This design comes from an exercise in tuning for small area, a short achievable clock period and few clock cycles per item on the open sky130 flow, not from production work. RTL that was checked went through simulation tests only; none was proved equivalent to the original. No activity file was given, so power comes from the tool's default toggle rates.

v6:
## conv_accumulator
module conv_accumulator #(
   parameter int IN_W   = 8,
   parameter int ACC_W  = 32,
   parameter int OUT_CH = 16,
   parameter int LEN_W  = 16
) (
   input  wire logic                    clk,
   input  wire logic                    rst,
   input  wire logic                    start,
   input  wire logic [LEN_W-1:0]        len,
   input  wire logic [OUT_CH*ACC_W-1:0] bias,
   input  wire logic [IN_W-1:0]         act_in,
   input  wire logic [OUT_CH*IN_W-1:0]  wgt_in,
   input  wire logic                    in_valid,
   output wire logic                    in_ready,
   output wire logic [OUT_CH*ACC_W-1:0] acc_out,
   output wire logic                    acc_valid,
   output wire logic                    busy,
   output wire logic                    sat_flag
);
For scale: about 9400 cells after synthesis, about 1200 I/O pins, ~0.077 mm2 of cells after synthesis.
export LEC_CHECK = 0
export ABC_AREA = 1
export CAP_MARGIN = 20
export CORE_MARGIN = 2
export CORE_UTILIZATION = 65
export SLEW_MARGIN = 20
create_clock -name core_clock -period 9.0 [get_ports {clk}]
standard.sh (not shown) runs the stock make flow with config.mk's settings and CLKGATE_MAP_FILE= SYNTH_SCRIPT=/design/flow/synth_recipe.tcl, a recipe that flattens the netlist after the stock synthesis.
==> flow/flow/run.sh <==
#!/bin/bash
# Layout flow: the standard flow (standard.sh: unchanged synthesis and
# steps) with these changes to how the layout is made:
#  * ports are buffered with sky130_fd_sc_hd__buf_1 instead of the default
#    pick, a delay buffer (clkdlybuf4s50_1) that is larger and slower;
#    timing repair still resizes them where needed;
#  * clock tree synthesis clusters up to 22 sinks per leaf buffer and adds no
#    dummy loads (fewer, fuller leaf buffers).
# Each tool's output is in orfs/logs/ (ORFS's own logs); what standard.sh
# prints goes to standard.log.
set -euo pipefail
here=$(pwd)
export BUFFER_PORTS_ARGS="-buffer_cell sky130_fd_sc_hd__buf_1"
export CTS_ARGS="-sink_clustering_enable -repair_clock_nets -dont_use_dummy_load -sink_clustering_size 22 -sink_clustering_max_diameter 80"
bash standard.sh SETUP_SLACK_MARGIN=5.7 finish > "$here/standard.log" 2>&1
> inputs changed (v6 -> v7)
diff --git a/flow/flow/run.sh b/flow/flow/run.sh
--- a/flow/flow/run.sh
+++ b/flow/flow/run.sh
@@ -15 +15 @@
-bash standard.sh SETUP_SLACK_MARGIN=5.7 finish > "$here/standard.log" 2>&1
+bash standard.sh SETUP_SLACK_MARGIN=6 finish > "$here/standard.log" 2>&1
==> comparison <==
- Looking at detailed route wirelength on metal3, v7 sits about 7% above v6.
- Compared with v6, in v7 total of cells resized after clock tree synthesis +1705; clock network power ~0 delta.
No functional check of the RTL was part of any run of this note.

---

Another version of the RTL of conv_accumulator (not shown whole).
Size: about 1200 I/O pins.
Settings: LEC_CHECK=0, ABC_AREA=1, CAP_MARGIN=20, CORE_MARGIN=2, CORE_UTILIZATION=65, SLEW_MARGIN=20; clock period 9.0 ns.
==> flow/flow/run.sh <==
#!/bin/bash
# Layout flow: the standard flow (standard.sh: unchanged synthesis and
# steps) with these changes to how the layout is made:
#  * ports are buffered with sky130_fd_sc_hd__buf_1 instead of the default
#    pick, a delay buffer (clkdlybuf4s50_1) that is larger and slower;
#    timing repair still resizes them where needed;
#  * clock tree synthesis clusters up to 22 sinks per leaf buffer and adds no
#    dummy loads (fewer, fuller leaf buffers).
# Each tool's output is in orfs/logs/ (ORFS's own logs); what standard.sh
# prints goes to standard.log.
set -euo pipefail
here=$(pwd)
export BUFFER_PORTS_ARGS="-buffer_cell sky130_fd_sc_hd__buf_1"
export CTS_ARGS="-sink_clustering_enable -repair_clock_nets -dont_use_dummy_load -sink_clustering_size 22 -sink_clustering_max_diameter 80"
bash standard.sh SETUP_SLACK_MARGIN=5.8 finish > "$here/standard.log" 2>&1
Testbench counts at the start, summed over its fixed seeds: cycles 18,820, beats 17,372.
Then changed:
--- a/flow/flow/run.sh
+++ b/flow/flow/run.sh
@@ -14,2 +14,2 @@
 export CTS_ARGS="-sink_clustering_enable -repair_clock_nets -dont_use_dummy_load -sink_clustering_size 22 -sink_clustering_max_diameter 80"
-bash standard.sh SETUP_SLACK_MARGIN=5.8 finish > "$here/standard.log" 2>&1
+bash standard.sh SETUP_SLACK_MARGIN=5.9 finish > "$here/standard.log" 2>&1
Settings changed: CORE_UTILIZATION 65 to 72.
What happened:
- Now the flow ran to the end with violations: capacitance limit, slew limit
- setup slack degrades by 16 ps
- synthesized cell count stays the same
- non-clock buffer count climbs by 16
- final cell count drops by about 0.9%
- routed wire length climbs by 11%
- maximum frequency drops by about 0.5%
- synthesized area does not change
- hold slack improves by 10 ps
- via count climbs by 8.4%
Then changed:
--- a/flow/flow/run.sh
+++ b/flow/flow/run.sh
@@ -14,2 +14,2 @@
 export CTS_ARGS="-sink_clustering_enable -repair_clock_nets -dont_use_dummy_load -sink_clustering_size 22 -sink_clustering_max_diameter 80"
-bash standard.sh SETUP_SLACK_MARGIN=5.9 finish > "$here/standard.log" 2>&1
+bash standard.sh SETUP_SLACK_MARGIN=6 finish > "$here/standard.log" 2>&1
Settings changed: CORE_UTILIZATION 72 to 65.
=> With this change the flow completed without violations. Sequential share of layout area decreases by 1.0 points. Synthesized area is unchanged. Die area goes up by 11%. Cell area is higher by 6.5%. Setup slack improved by 72 ps. Worst hold slack gets worse by 9.1 ps. Power is higher by 3.0%.
Then changed:
--- a/flow/flow/run.sh
+++ b/flow/flow/run.sh
@@ -14,2 +14,2 @@
 export CTS_ARGS="-sink_clustering_enable -repair_clock_nets -dont_use_dummy_load -sink_clustering_size 22 -sink_clustering_max_diameter 80"
-bash standard.sh SETUP_SLACK_MARGIN=6 finish > "$here/standard.log" 2>&1
+bash standard.sh SETUP_SLACK_MARGIN=5.9 finish > "$here/standard.log" 2>&1
What happened: The new run completed with no timing, DRC or antenna violations. Via count drops by about 3.4%. Critical path depth stays the same. Area after synthesis stays the same. Utilization drops by 4.9 points. Combinational power drops by 12%.

---

## run 1
Starting RTL as in the previous note.
## conv_accumulator
module conv_accumulator #(
   parameter int IN_W   = 8,
   parameter int ACC_W  = 32,
   parameter int OUT_CH = 16,
   parameter int LEN_W  = 16
) (
   input  wire logic                    clk,
   input  wire logic                    rst,
   input  wire logic                    start,
   input  wire logic [LEN_W-1:0]        len,
   input  wire logic [OUT_CH*ACC_W-1:0] bias,
   input  wire logic [IN_W-1:0]         act_in,
   input  wire logic [OUT_CH*IN_W-1:0]  wgt_in,
   input  wire logic                    in_valid,
   output wire logic                    in_ready,
   output wire logic [OUT_CH*ACC_W-1:0] acc_out,
   output wire logic                    acc_valid,
   output wire logic                    busy,
   output wire logic                    sat_flag
);
   localparam int ND = IN_W / 2;       
   localparam int GRP_CH = 4;
   localparam int NG     = OUT_CH / GRP_CH;
   logic [NG:0]      accum_q;          
   logic [NG:0]      in_ready_q, busy_q;
   logic [LEN_W-1:0] rem_q;            
   logic             acc_valid_q, sat_q;
   logic             last1_q, last2_q, last3_q;    
   logic             slow1_q, slow2_q;             
   logic             near_any;         
   wire [NG:0] accept_g = {(NG+1){start}} & ~busy_q;
   wire [NG:0] take_g   = {(NG+1){in_valid}} & in_ready_q;
   wire accept  = accept_g[0];
   wire take    = take_g[0];
   wire last    = (rem_q == {{(LEN_W-1){1'b0}}, 1'b1});
   wire len_nz  = (len != '0);
  ...
export LEC_CHECK = 0
export ABC_AREA = 1
export CAP_MARGIN = 20
export CORE_MARGIN = 2
export CORE_UTILIZATION = 65
export SLEW_MARGIN = 20
create_clock -name core_clock -period 9.0 [get_ports {clk}]
==> flow/flow/run.sh <==
#!/bin/bash
# Layout flow: the standard flow (standard.sh: unchanged synthesis and
# steps) with these changes to how the layout is made:
#  * ports are buffered with sky130_fd_sc_hd__buf_1 instead of the default
#    pick, a delay buffer (clkdlybuf4s50_1) that is larger and slower;
#    timing repair still resizes them where needed;
#  * clock tree synthesis clusters up to 22 sinks per leaf buffer and adds no
#    dummy loads (fewer, fuller leaf buffers).
# Each tool's output is in orfs/logs/ (ORFS's own logs); what standard.sh
# prints goes to standard.log.
set -euo pipefail
here=$(pwd)
export BUFFER_PORTS_ARGS="-buffer_cell sky130_fd_sc_hd__buf_1"
export CTS_ARGS="-sink_clustering_enable -repair_clock_nets -dont_use_dummy_load -sink_clustering_size 22 -sink_clustering_max_diameter 80"
bash standard.sh SETUP_SLACK_MARGIN=5.5 finish > "$here/standard.log" 2>&1
Testbench counts of run 1, summed over its fixed seeds: cycles 18,820, beats 17,372.
> inputs changed (run 1 -> run 2)
diff --git a/flow/flow/run.sh b/flow/flow/run.sh
--- a/flow/flow/run.sh
+++ b/flow/flow/run.sh
@@ -14,2 +14,2 @@
 export CTS_ARGS="-sink_clustering_enable -repair_clock_nets -dont_use_dummy_load -sink_clustering_size 22 -sink_clustering_max_diameter 80"
-bash standard.sh SETUP_SLACK_MARGIN=5.5 finish > "$here/standard.log" 2>&1
+bash standard.sh SETUP_SLACK_MARGIN=5.95 finish > "$here/standard.log" 2>&1
Notes after the runs:
- Diff run 1..run 2 | clock distribution area overhead in the final layout | negligible
- Reported for run 2 and run 1, worst-case clock buffer depth turned out identical to the last digit.
- Run 2 -> run 1: count of flip-flops with a built-in enable after synthesis delta 0, exact match
- For proportion of register bits with asynchronous set or reset after synthesis, run 2 and run 1 come out practically identical.
- Compared with run 1, run 2 shows a higher met2 global-route usage.
- Looking at fraction of power consumed by sequential logic, run 2 sits 0.5 points lower than run 1 does.
- The critical-path cell with the highest stage delay comes out buf_1 in one run and dfrtp_2 in the other, namely in run 1 and run 2 respectively.
- First-pass GRT wire length ends up higher on run 2.
- Comparing run 2 and run 1, post-synthesis to final-layout area growth is higher on run 2.
- The more densely filled core belongs to run 2, not run 1.
- Status: number of combinational gates with multiple inputs parity (run 2, run 1)
- Total power: run 2 worse than run 1
Inputs modified between run 2 and run 3:
diff --git a/flow/flow/run.sh b/flow/flow/run.sh
--- a/flow/flow/run.sh
+++ b/flow/flow/run.sh
@@ -14,2 +14,2 @@
 export CTS_ARGS="-sink_clustering_enable -repair_clock_nets -dont_use_dummy_load -sink_clustering_size 22 -sink_clustering_max_diameter 80"
-bash standard.sh SETUP_SLACK_MARGIN=5.95 finish > "$here/standard.log" 2>&1
+bash standard.sh SETUP_SLACK_MARGIN=5.2 finish > "$here/standard.log" 2>&1
Results
- Number of inserted filler cells in the final layout ended up about 5% higher on run 3 than on run 2.
- Run 2 → run 3: utilization lower; power consumption went down about 4.6%.
- The sequential portion of the cell area was comparable across run 3 and run 2.
- Between run 3 and run 2, the difference in first-pass GRT wire length is negligible.
- Summary of the comparison: biggest cell delay along the critical path is higher in run 3, relative to run 2.
Setup changes, run 3 to run 4
diff --git a/flow/flow/run.sh b/flow/flow/run.sh
--- a/flow/flow/run.sh
+++ b/flow/flow/run.sh
@@ -14,2 +14,2 @@
 export CTS_ARGS="-sink_clustering_enable -repair_clock_nets -dont_use_dummy_load -sink_clustering_size 22 -sink_clustering_max_diameter 80"
-bash standard.sh SETUP_SLACK_MARGIN=5.2 finish > "$here/standard.log" 2>&1
+bash standard.sh SETUP_SLACK_MARGIN=5.9 finish > "$here/standard.log" 2>&1
diff --git a/flow/config.mk b/flow/config.mk
--- a/flow/config.mk
+++ b/flow/config.mk
@@ -12 +12,2 @@
 export SLEW_MARGIN = 20
+export TNS_END_PERCENT = 5
[summary]
- Run 3 -> run 4: via count decreased slightly
- Summary of run 4 over run 3: cell total after placement roughly the same, finished layout cell area higher, count of clock buffers in the final design higher.
- Compared with run 3, run 4 shows a global-route usage that is 0.63 points lower.
- Post-route minimum period down 210 ps in run 4 wrt run 3
- Run 4 vs run 3: total detailed-routing wirelength down in run 4
- Sort run 4 and run 3 by total power asc -> top: run 3

[afterwards: timing with drivers on the ports]
In the flow no input, the clock included, has a driving cell. The finished layouts below were timed again as built, in two steps. Step 1 (the two cells are an assumption about what drives the block):
set clk [get_ports {clk}]
set_driving_cell -lib_cell sky130_fd_sc_hd__clkbuf_16 $clk
set_driving_cell -lib_cell sky130_fd_sc_hd__buf_2 [delete_from_list [all_inputs] $clk]
Step 2 adds t to the input delays and takes it off the output delays; t is the mean of the earliest and latest rising clock arrival at the registers after step 1. Input paths then give back, and output paths get back, about the clock's delay inside the block. Three values: ideal, step 1, step 2; two values: the first two.
| run | t, ns | setup slack, ns | hold WS [ns] | worst slew at a driven data input, ns |
|---|---|---|---|---|
| v6 | 0.751 | 5.686 / 5.601 / 5.522 | 0.354 / 0.354 / 0.354 | 0.26 |
| v7 | 0.756 | 5.794 / 5.708 / 5.481 | 0.354 / 0.354 / 0.354 | 0.26 |
| the first run of note 2 | 0.763 | 5.760 / 5.675 / 5.420 | 0.359 / 0.359 / 0.359 | 0.30 |
| the second run of note 2 | 0.804 | 5.744 / 5.658 / 5.239 | 0.370 / 0.370 / 0.370 | 0.39 |
| the third run of note 2 | 0.774 | 5.815 / 5.724 / 5.403 | 0.361 / 0.361 / 0.361 | 0.31 |
| the fourth run of note 2 | 0.772 | 5.829 / 5.738 / 5.410 | 0.367 / 0.367 / 0.367 | 0.28 |
| run 1 | 0.760 | 5.494 / 5.411 / 5.389 | 0.364 / 0.364 / 0.364 | 0.30 |
| run 2 | 0.764 | 5.838 / 5.753 / 5.419 | 0.367 / 0.367 / 0.367 | 0.29 |
| run 3 | 0.758 | 5.436 / 5.347 / 5.357 | 0.366 / 0.366 / 0.366 | 0.34 |
| run 4 | 0.758 | 5.649 / 5.566 / 5.423 | 0.363 / 0.363 / 0.363 | 0.30 |
The setup slack of the second run of note 2, which loses most, moves by -0.086 ns with the drivers and by -0.505 ns with both steps.
